What follows belongs to an exercise in optimizing a design on an open flow for small area, a short achievable clock period and few clock cycles per item; a production flow would make more cautious choices. Function was checked by simulation only, so behaviour that the tests miss may differ from the original. Power is estimated from default activity; no workload was simulated.

## v38
## group_dominant_key_detect
module group_dominant_key_detect
#(
  parameter int MAX_KEYS  = 64,
  parameter int MAX_GROUP = 256,
  parameter int KEY_BITS  = 16
) (
  input  wire logic              clk,
  input  wire logic              rst_n,
  input  wire logic               in_valid,
  output logic                    in_ready,
  input  wire logic [gdk_pkg::KEY_W-1:0]   in_target_key,
  input  wire logic [gdk_pkg::SITE_W-1:0]  in_site_position,
  input  wire logic               in_group_end,
  output logic                    out_valid,
  input  wire logic               out_ready,
  output logic                    out_assigned,
  output logic      [gdk_pkg::KEY_W-1:0]   out_dominant_key,
  output logic      [gdk_pkg::SITE_W-1:0]  out_window_start,
  output logic      [gdk_pkg::END_W-1:0]   out_window_end,
  output logic      [gdk_pkg::SIZE_W-1:0]  out_group_size,
  output logic                    out_overflow,
  input  wire logic              psel,
  input  wire logic              penable,
  input  wire logic              pwrite,
  input  wire logic [gdk_pkg::CFG_AW-1:0] paddr,
  input  wire logic [gdk_pkg::CFG_DW-1:0] pwdata,
  output logic      [gdk_pkg::CFG_DW-1:0] prdata,
  output logic                   pready
);
  localparam int N   = MAX_KEYS;
  localparam int KW  = gdk_pkg::KEY_W;
  localparam int SW  = gdk_pkg::SITE_W;
  localparam int CW  = 7;                   
  localparam int TW  = 9;                   
  ...
For scale: roughly 5500 cells after synthesis, about 2000 flip-flops, roughly 220 I/O pins, roughly 0.085 sq mm of cells after synthesis.
==> flow/config.mk <==
export PLATFORM = sky130hd
export DESIGN_NAME = group_dominant_key_detect
export DESIGN_NICKNAME = group_dominant_key_detect
export VERILOG_FILES = /design/flow/design.v
export SDC_FILE = /design/flow/constraint.sdc
export NUM_CORES = 4
export LEC_CHECK = 0
export ABC_CLOCK_PERIOD_IN_PS = 2500
export CAP_MARGIN = 20
export CORE_MARGIN = 2
export CORE_UTILIZATION = 60
export CTS_BUF_LIST = sky130_fd_sc_hd__clkbuf_4 sky130_fd_sc_hd__clkbuf_8
export SETUP_SLACK_MARGIN = 3.5
export SLEW_MARGIN = 20
==> flow/constraint.sdc <==
create_clock -name core_clock -period 6.5 [get_ports {clk}]
set_input_delay 1.3000 -clock core_clock [delete_from_list [all_inputs] [get_ports {clk}]]
set_output_delay 1.3000 -clock core_clock [all_outputs]
set_load 0.01 [all_outputs]
run.sh (not shown) runs the stock make flow with config.mk's settings and CLKGATE_MAP_FILE= SYNTH_SCRIPT=/design/flow/synth_recipe.tcl, a recipe that flattens the netlist after the stock synthesis.
Testbench counts of v38, summed over its fixed seeds: cycles 32,391, items 32,211.
The following lists how v6 was set up differently from v38:
--- a/flow/design.v
+++ b/flow/design.v
@@ -158,29 +158,25 @@
     .clk     (clk),
     .rst_n   (rst_n),
     .psel    (psel),
     .penable (penable),
     .pwrite  (pwrite),
     .paddr   (paddr),
     .pwdata  (pwdata),
     .prdata  (prdata),
     .pready  (pready),
     .cfg     (cfg)
   );
   logic          open_r;                  
-  logic          a_v, a_first, a_last;   
-  logic          a_same;                  
-  logic [KW-1:0] a_key;
-  logic [SW-1:0] a_site;
-  logic          a_v_n;
+  logic          in_first;                
   logic          b_v, b_first, b_last;
   logic [KW-1:0] b_key;
   logic [SW-1:0] b_site;
   logic [N-1:0]  b_match;
   logic [TW-1:0] b_total;                 
   logic          b_ovf;
   logic          c_v, c_first, c_last, c_cnt_ok, c_ovf;
   logic [KW-1:0] c_key;
   logic [SW-1:0] c_site;
   logic [4*CW-1:0] c_part;                
   logic [CW-1:0] c_cnt;
   logic [N-1:0]  c_tgt;                   
@@ -214,86 +210,70 @@
   assign init   = b_v && b_first && go;
   assign drop   = !b_first && (b_total[TW-1] || (!b_hit && t_full));
   assign cnt_ok = b_v && !drop && go;
   assign alloc  = cnt_ok && !b_hit;
   gdk_entry_mem #(
     .DEPTH    (N),
     .RD_PARTS (4),
     .KW    (KW),
     .CW    (CW)
   ) u_mem (
     .clk      (clk),
     .rst_n    (rst_n),
-    .srch_key (a_key),
+    .srch_key (in_target_key),
     .srch_hit (t_hit),
     .rd_sel   (b_match),
     .rd_cnt   (t_cnt),
     .new_grp  (b_v && b_first),
     .init     (init),
     .free_sel (t_free),
     .full     (t_full),
     .alloc    (alloc),
     .wr_key   (b_key),
     .cnt_we   (c_v && c_cnt_ok),           
     .cnt_sel  (c_tgt),
     .wr_cnt   (c_cnt + CW'(1))
   );
   logic          same_prev;
   logic [N-1:0]  match_nxt;
-  assign same_prev = a_same;
+  assign in_first  = !open_r;
+  assign same_prev = b_v && (in_target_key == b_key);
   always_comb begin
-    if (a_first) begin
+    if (in_first) begin
       match_nxt = '0;
     end else if (same_prev) begin
       match_nxt = b_match | t_free;
     end else if (b_v && b_first) begin
       match_nxt = '0;
     end else begin
       match_nxt = t_hit;
     end
   end
-  assign a_v_n = rdy_r ? in_valid : (a_v && stall);
   always_ff @(posedge clk) begin
     if (!rst_n) begin
-      a_v    <= 1'b0;
+      b_v    <= 1'b0;
       open_r <= 1'b0;
-    end else begin
-      a_v <= a_v_n;
-      if (in_valid && rdy_r) open_r <= !in_group_end;
-    end
-  end
-  always_ff @(posedge clk) begin
-    if (rdy_r) begin
-      a_key   <= in_target_key;
-      a_site  <= in_site_position;
-      a_last  <= in_group_end;
-      a_first <= !open_r;
-      a_same  <= a_v ? (in_target_key == a_key) : (stall && b_v && (in_target_key == b_key));
-    end
-  end
-  always_ff @(posedge clk) begin
-    if (!rst_n) begin
-      b_v <= 1'b0;
     end else if (go) begin
-      b_v <= a_v;
+      b_v <= in_valid;
+      if (in_valid) open_r <= !in_group_end;
     end
   end
   always_ff @(posedge clk) begin
     if (go) begin
       b_match <= match_nxt;
-      b_fwd   <= same_prev && !a_first;
-      b_key   <= a_key;
-      b_site  <= a_site;
-      b_first <= a_first;
-      b_last  <= a_last;
+      b_fwd   <= same_prev && !in_first;
+      b_key   <= in_target_key;
+      b_site  <= in_site_position;
+      b_first <= in_first;
+      b_last  <= in_group_end;
     end
   end
   always_ff @(posedge clk) begin
     if (b_v && go) begin
       if (b_first) begin
         b_total <= TW'(1);
         b_ovf   <= 1'b0;
       end else if (drop) begin
         b_ovf   <= 1'b1;
       end else begin
         b_total <= b_total + TW'(1);
       end
@@ -375,25 +355,25 @@
       o_start    <= res_diff[SW] ? '0 : res_diff[SW-1:0];
       o_end      <= gdk_pkg::END_W'(g_site) + gdk_pkg::END_W'(cfg.flank_length);
       o_size     <= g_total;
       o_ovf      <= g_ovf;
     end
   end
   always_ff @(posedge clk) begin
     if (!rst_n) begin
       stall <= 1'b0;
       rdy_r <= 1'b1;
     end else begin
       stall <= stall_n;
-      rdy_r <= !(a_v_n && stall_n);
+      rdy_r <= !stall_n;
     end
   end
   assign in_ready         = rdy_r;
   assign out_valid        = o_v;
   assign out_assigned     = o_assigned;
   assign out_dominant_key = o_key;
   assign out_window_start = o_start;
   assign out_window_end   = o_end;
   assign out_group_size   = o_size;
   assign out_overflow     = o_ovf;
 endmodule
 `default_nettype wire
==> comparison <==
Data required time of the critical path: v6 vs v38 down 30 ps
Cell count after placement (lower): v6
Comparing v38 and v6, wire length of the first global-routing pass is lower on v6.
Looking at v38 and v6, the share of the core filled with cells is a wash.
Compared with v38, in v6 count of non-filler cells in the finished layout dropped about 3%, die area decreased by about 2% relative to the old numbers, xor and xnor fraction of the mapped netlist area went up by 0.25 points.
v6 against v38: sequential cell count of the final layout shows a reduction of about 2.5%; multiplexer share of the synthesized area shows no meaningful change; fraction of layout instances using a drive strength above 1 shows an increase of 0.88 points.
Testbench counts of v6, summed over its fixed seeds: cycles 32,383, items 32,211.

---

Another version of the RTL of group_dominant_key_detect (not shown whole).
Size: about 5700 cells after synthesis, roughly 220 I/O pins, ~85000 sq um of cells after synthesis.
make LEC_CHECK=0 ABC_CLOCK_PERIOD_IN_PS=2500 CAP_MARGIN=20 CORE_MARGIN=2 CORE_UTILIZATION=60 SETUP_SLACK_MARGIN=3.5 SLEW_MARGIN=20 finish   # period 6.5 ns
Testbench counts at the start, summed over its fixed seeds: cycles 32,390, items 32,211.
==> next run, changes <==
--- a/flow/design.v
+++ b/flow/design.v
@@ -170,39 +170,38 @@
   logic [N-1:0]  b_match;
   logic [TW-1:0] b_total;                 
   logic          b_ovf;
   logic          c_v, c_first, c_last, c_cnt_ok, c_ovf;
   logic [KW-1:0] c_key;
   logic [SW-1:0] c_site;
   logic [CW-1:0] c_cnt;
   logic [N-1:0]  c_tgt;                   
   logic          b_fwd;                   
-  logic [TW-1:0] c_total;
   logic          g_pend;                  
   logic [TW-1:0] g_max1;
   logic [7:0]    g_max2;
   logic [KW-1:0] g_top;
   logic [TW-1:0] g_total;
   logic [PW-1:0] g_prod;
   logic          g_ovf;
   logic [SW-1:0] g_site;
   logic          o_v;
   logic          o_assigned;
   logic [KW-1:0] o_key;
   logic [SW-1:0] o_start;
   logic [gdk_pkg::END_W-1:0] o_end;
   logic [TW-1:0] o_size;
   logic          o_ovf;
-  logic xfer, stall, go;
+  logic xfer, stall, stall_n, go;
   logic a_v_n, c_v_n, c_first_n, g_pend_n, o_v_n;
-  assign xfer  = g_pend && (!o_v || out_ready);
-  assign stall = c_v && c_first && g_pend && !xfer;
-  assign go    = !stall;
+  assign xfer    = g_pend && (!o_v || out_ready);
+  assign go      = !stall;
+  assign stall_n = c_v_n && c_first_n && g_pend_n && o_v_n;
   logic [N-1:0]  t_hit, t_free;
   logic          t_full;
   logic [CW-1:0] t_cnt;
   logic          b_hit, drop, cnt_ok, alloc, init, t_wr;
   assign b_hit  = |b_match;
   assign init   = b_v && b_first && go;
   assign drop   = !b_first && (b_total[TW-1] || (!b_hit && t_full));
   assign cnt_ok = b_v && !drop && go;
   assign alloc  = cnt_ok && !b_hit;
@@ -229,19 +228,19 @@
     .wr_cnt   (c_cnt + CW'(1))
   );
   logic          same_prev;
   logic [N-1:0]  match_nxt;
   assign same_prev = b_v && (b_key == a_key);
   always_comb begin
     if (a_first) begin
       match_nxt = '0;
     end else if (same_prev) begin
-      match_nxt = b_hit ? b_match : t_free;
+      match_nxt = b_match | t_free;
     end else if (b_v && b_first) begin
       match_nxt = '0;
     end else begin
       match_nxt = t_hit;
     end
   end
   assign a_v_n = rdy_r ? in_valid : (a_v && stall);
   always_ff @(posedge clk) begin
     if (!rst_n) begin
@@ -300,43 +299,43 @@
   end
   always_ff @(posedge clk) begin
     if (go) begin
       c_first  <= b_first;
       c_last   <= b_last;
       c_cnt_ok <= !drop;
       c_key    <= b_key;
       c_site   <= b_site;
       c_cnt    <= b_fwd ? (c_cnt + CW'(1)) : t_cnt;
-      c_tgt    <= b_hit ? b_match : t_free;
-      c_total  <= b_first ? TW'(1) : (b_total + TW'(!drop));
+      c_tgt    <= b_match | t_free;
       c_ovf    <= !b_first && (b_ovf || drop);
     end
   end
   assign g_pend_n = (c_v && c_last && go) || (g_pend && !xfer);
   always_ff @(posedge clk) begin
     if (!rst_n) begin
       g_pend <= 1'b0;
     end else begin
       g_pend <= g_pend_n;
     end
   end
   always_ff @(posedge clk) begin
     if (c_v && go) begin
-      g_total <= c_total;
       g_ovf   <= c_ovf;
       if (c_first) begin
+        g_total <= TW'(1);
         g_max1 <= TW'(1);
         g_max2 <= '0;
         g_top  <= c_key;
         g_prod <= PW'(cfg.share_threshold);
         g_site <= c_site;
       end else if (c_cnt_ok) begin
-        g_prod <= g_prod + PW'(cfg.share_threshold);
+        g_total <= g_total + TW'(1);
+        g_prod  <= g_prod + PW'(cfg.share_threshold);
         if (c_key == g_top) begin
           g_max1 <= g_max1 + TW'(1);
         end else if (TW'(c_cnt) == g_max1) begin
           g_max1 <= g_max1 + TW'(1);
           g_max2 <= g_max1[7:0];
           g_top  <= c_key;
         end else if (8'(c_cnt) == g_max2) begin
           g_max2 <= g_max2 + 8'd1;
         end
@@ -364,20 +363,22 @@
       o_start    <= res_diff[SW] ? '0 : res_diff[SW-1:0];
       o_end      <= gdk_pkg::END_W'(g_site) + gdk_pkg::END_W'(cfg.flank_length);
       o_size     <= g_total;
       o_ovf      <= g_ovf;
     end
   end
   always_ff @(posedge clk) begin
     if (!rst_n) begin
       rdy_r <= 1'b1;
+      stall <= 1'b0;
     end else begin
-      rdy_r <= !(a_v_n && c_v_n && c_first_n && g_pend_n && o_v_n);
+      rdy_r <= !(a_v_n && stall_n);
+      stall <= stall_n;
     end
   end
   assign in_ready         = rdy_r;
   assign out_valid        = o_v;
   assign out_assigned     = o_assigned;
   assign out_dominant_key = o_key;
   assign out_window_start = o_start;
   assign out_window_end   = o_end;
   assign out_group_size   = o_size;
Sequential power is about the same.
Non-clock buffer count rose by 30.
Power fell by 0.75%.
Utilization rose by 0.72 points.
Worst setup slack degrades by 0.014 ns.
First-iteration DRC count fell by 3.1%.
Critical path depth fell by 2.
Testbench counts after the change, summed over its fixed seeds: cycles 32,391, items 32,211.

---

Another version of the RTL of group_dominant_key_detect (not shown whole).
Size: roughly 2000 flip-flops, roughly 220 I/O pins.
==> flow/design.v (excerpt) <==
module group_dominant_key_detect
#(
  parameter int MAX_KEYS  = 64,
  parameter int MAX_GROUP = 256,
  parameter int KEY_BITS  = 16
) (
  input  wire logic              clk,
  input  wire logic              rst_n,
  input  wire logic               in_valid,
  output logic                    in_ready,
  input  wire logic [gdk_pkg::KEY_W-1:0]   in_target_key,
  input  wire logic [gdk_pkg::SITE_W-1:0]  in_site_position,
  input  wire logic               in_group_end,
  output logic                    out_valid,
  input  wire logic               out_ready,
  output logic                    out_assigned,
  output logic      [gdk_pkg::KEY_W-1:0]   out_dominant_key,
  output logic      [gdk_pkg::SITE_W-1:0]  out_window_start,
  output logic      [gdk_pkg::END_W-1:0]   out_window_end,
  output logic      [gdk_pkg::SIZE_W-1:0]  out_group_size,
  output logic                    out_overflow,
  input  wire logic              psel,
  input  wire logic              penable,
  input  wire logic              pwrite,
  input  wire logic [gdk_pkg::CFG_AW-1:0] paddr,
  input  wire logic [gdk_pkg::CFG_DW-1:0] pwdata,
  output logic      [gdk_pkg::CFG_DW-1:0] prdata,
  output logic                   pready
);
export LEC_CHECK = 0
export ABC_CLOCK_PERIOD_IN_PS = 2500
export CAP_MARGIN = 20
export CORE_MARGIN = 2
export CORE_UTILIZATION = 60
export CTS_BUF_LIST = sky130_fd_sc_hd__clkbuf_4 sky130_fd_sc_hd__clkbuf_8
export SETUP_SLACK_MARGIN = 3.5
export SLEW_MARGIN = 20
create_clock -name core_clock -period 6.5 [get_ports {clk}]
Testbench counts at the start, summed over its fixed seeds: cycles 32,383, items 32,211.
Then changed:
--- a/flow/design.v
+++ b/flow/design.v
@@ -53,71 +53,63 @@
   always_ff @(posedge clk) begin
     rd_r <= paddr[2] ? cfg_r.flank_length : cfg_r.share_threshold;
   end
 endmodule
 `default_nettype wire
 `default_nettype none
 module gdk_entry_mem #(
-  parameter int DEPTH    = 64,
-  parameter int KW       = 16,
-  parameter int CW       = 7,
-  parameter int RD_PARTS = 4
+  parameter int DEPTH = 64,
+  parameter int KW    = 16,
+  parameter int CW    = 7
 ) (
   input  wire logic             clk,
-  input  wire logic             rst_n,
   input  wire logic [KW-1:0]    srch_key,
   output logic      [DEPTH-1:0] srch_hit,
   input  wire logic [DEPTH-1:0] rd_sel,
-  output logic      [RD_PARTS*CW-1:0] rd_cnt,
+  output logic      [CW-1:0]    rd_cnt,
   input  wire logic             new_grp,
   input  wire logic             init,
   output logic      [DEPTH-1:0] free_sel,
   output logic                  full,
   input  wire logic             wr,
   input  wire logic             alloc,
   input  wire logic [KW-1:0]    wr_key,
   input  wire logic             cnt_we,
   input  wire logic [DEPTH-1:0] cnt_sel,
   input  wire logic [CW-1:0]    wr_cnt
 );
-  localparam int UW = $clog2(DEPTH + 1);
-  localparam int PD = DEPTH / RD_PARTS;
   logic [KW-1:0]    key_q [DEPTH];
   logic [CW-1:0]    cnt_q [DEPTH];
-  logic [UW-1:0]    n_used;
-  assign full = n_used[UW-1];
-  always_ff @(posedge clk) begin
-    if (!rst_n) begin
-      n_used <= '0;
-    end else if (init) begin
-      n_used <= UW'(1);
-    end else if (alloc) begin
-      n_used <= n_used + UW'(1);
-    end
-  end
+  logic [DEPTH-1:0] val_q;
+  assign full = val_q[DEPTH-1];
   always_comb begin
     rd_cnt = '0;
     for (int i = 0; i < DEPTH; i++) begin
-      rd_cnt[(i/PD)*CW +: CW] = rd_cnt[(i/PD)*CW +: CW] | (cnt_q[i] & {CW{rd_sel[i]}});
+      rd_cnt = rd_cnt | (cnt_q[i] & {CW{rd_sel[i]}});
     end
   end
   for (genvar i = 0; i < DEPTH; i++) begin : g_ent
     if (i == 0) begin : g_f0
-      assign free_sel[i] = new_grp || (n_used == '0);
+      assign free_sel[i] = new_grp || !val_q[0];
     end else begin : g_fi
-      assign free_sel[i] = !new_grp && (n_used == UW'(i));
+      assign free_sel[i] = !new_grp && val_q[i-1] && !val_q[i];
     end
-    assign srch_hit[i] = (n_used > UW'(i)) && (key_q[i] == srch_key);
+    assign srch_hit[i] = val_q[i] && (key_q[i] == srch_key);
     always_ff @(posedge clk) begin
       if (wr && free_sel[i]) begin
         key_q[i] <= wr_key;
       end
       if (cnt_we && cnt_sel[i]) begin
         cnt_q[i] <= wr_cnt;
       end
+      if (init) begin
+        val_q[i] <= (i == 0);
+      end else if (alloc && free_sel[i]) begin
+        val_q[i] <= 1'b1;
+      end
     end
   end
 endmodule
 `default_nettype wire
 `default_nettype none
 module group_dominant_key_detect
 #(
@@ -174,15 +166,14 @@
   logic [SW-1:0] b_site;
   logic [N-1:0]  b_match;
   logic [TW-1:0] b_total;                 
   logic          b_ovf;
   logic          c_v, c_first, c_last, c_cnt_ok, c_ovf;
   logic [KW-1:0] c_key;
   logic [SW-1:0] c_site;
-  logic [4*CW-1:0] c_part;                
   logic [CW-1:0] c_cnt;
   logic [N-1:0]  c_tgt;                   
   logic          b_fwd;                   
   logic          g_pend;                  
   logic [TW-1:0] g_max1;
   logic [7:0]    g_max2;
   logic [KW-1:0] g_top;
@@ -200,30 +191,28 @@
   logic xfer, stall, stall_n, go;
   logic c_v_n, c_first_n, g_pend_n, o_v_n;
   assign xfer    = g_pend && (!o_v || out_ready);
   assign go      = !stall;
   assign stall_n = c_v_n && c_first_n && g_pend_n && o_v_n;
   logic [N-1:0]  t_hit, t_free;
   logic          t_full;
-  logic [4*CW-1:0] t_cnt;
+  logic [CW-1:0] t_cnt;
   logic          b_hit, drop, cnt_ok, alloc, init, t_wr;
   assign b_hit  = |b_match;
   assign init   = b_v && b_first && go;
   assign drop   = !b_first && (b_total[TW-1] || (!b_hit && t_full));
   assign cnt_ok = b_v && !drop && go;
   assign alloc  = cnt_ok && !b_hit;
   assign t_wr   = b_v && go;
   gdk_entry_mem #(
-    .DEPTH    (N),
-    .RD_PARTS (4),
+    .DEPTH (N),
     .KW    (KW),
     .CW    (CW)
   ) u_mem (
     .clk      (clk),
-    .rst_n    (rst_n),
     .srch_key (in_target_key),
     .srch_hit (t_hit),
     .rd_sel   (b_match),
     .rd_cnt   (t_cnt),
     .new_grp  (b_v && b_first),
     .init     (init),
     .free_sel (t_free),
@@ -293,20 +282,19 @@
   always_ff @(posedge clk) begin
     if (go) begin
       c_first  <= b_first;
       c_last   <= b_last;
       c_cnt_ok <= !drop;
       c_key    <= b_key;
       c_site   <= b_site;
-      c_part   <= b_fwd ? {{(3*CW){1'b0}}, c_cnt + CW'(1)} : t_cnt;
+      c_cnt    <= b_fwd ? (c_cnt + CW'(1)) : t_cnt;
       c_tgt    <= b_match | t_free;
       c_ovf    <= !b_first && (b_ovf || drop);
     end
   end
-  assign c_cnt = c_part[0 +: CW] | c_part[CW +: CW] | c_part[2*CW +: CW] | c_part[3*CW +: CW];
   assign g_pend_n = (c_v && c_last && go) || (g_pend && !xfer);
   always_ff @(posedge clk) begin
     if (!rst_n) begin
       g_pend <= 1'b0;
     end else begin
       g_pend <= g_pend_n;
     end
Power climbs by 3.4%.
Global-route usage is higher by 3.3 points.
Register-to-register slack is about the same.
Non-clock buffer count went up by 26.
Final area came out higher by 1.7%.
Sequential cell count is higher by 35.
Testbench counts after the change, summed over its fixed seeds: cycles 32,383, items 32,211.

## what the ideal ports hide
The results above use ideal ports. As a check the final layouts listed here were re-extracted and re-timed, cells and wires unchanged. Step 1 (the two cells are an assumption about what drives the block):
set clk [get_ports {clk}]
set_driving_cell -lib_cell sky130_fd_sc_hd__clkbuf_16 $clk
set_driving_cell -lib_cell sky130_fd_sc_hd__buf_2 [delete_from_list [all_inputs] $clk]
Step 2 moves the port delays by t, midway between the first and last clock arrival at a register: inputs arrive t later, outputs are due t later. That takes back most of the time a late clock gives input paths. a / b / c = no drivers / after step 1 / after step 2; a / b = the first two.
run | t, ns | setup slack, ns | hold slack, ns | clock arrival spread, ns | pins driven straight from the clock port
v38 | 1.081 | 3.518 / 3.471 / 2.806 | 0.395 / 0.395 / 0.395 | 0.084 / 0.084 | 1
v6 | 1.064 | 3.515 / 3.491 / 2.509 | 0.387 / 0.387 / 0.387 | 0.072 / 0.072 | 1
the first run of note 2 | 0.922 | 3.426 / 3.426 / 2.628 | 0.411 / 0.411 / 0.411 | 0.037 / 0.037 | 1
the second run of note 2 | 0.906 | 3.411 / 3.411 / 2.805 | 0.407 / 0.407 / 0.407 | 0.028 / 0.028 | 1
the first run of note 3 | 1.091 | 3.350 / 3.256 / 2.430 | 0.390 / 0.390 / 0.390 | 0.058 / 0.057 | 1
the second run of note 3 | 1.062 | 3.449 / 3.420 / 2.451 | 0.397 / 0.397 / 0.397 | 0.083 / 0.083 | 1
After both steps every run listed still meets setup and hold. For v6, which loses most, drivers alone change the setup slack by -0.024 ns; drivers and shift together by -1.006 ns.
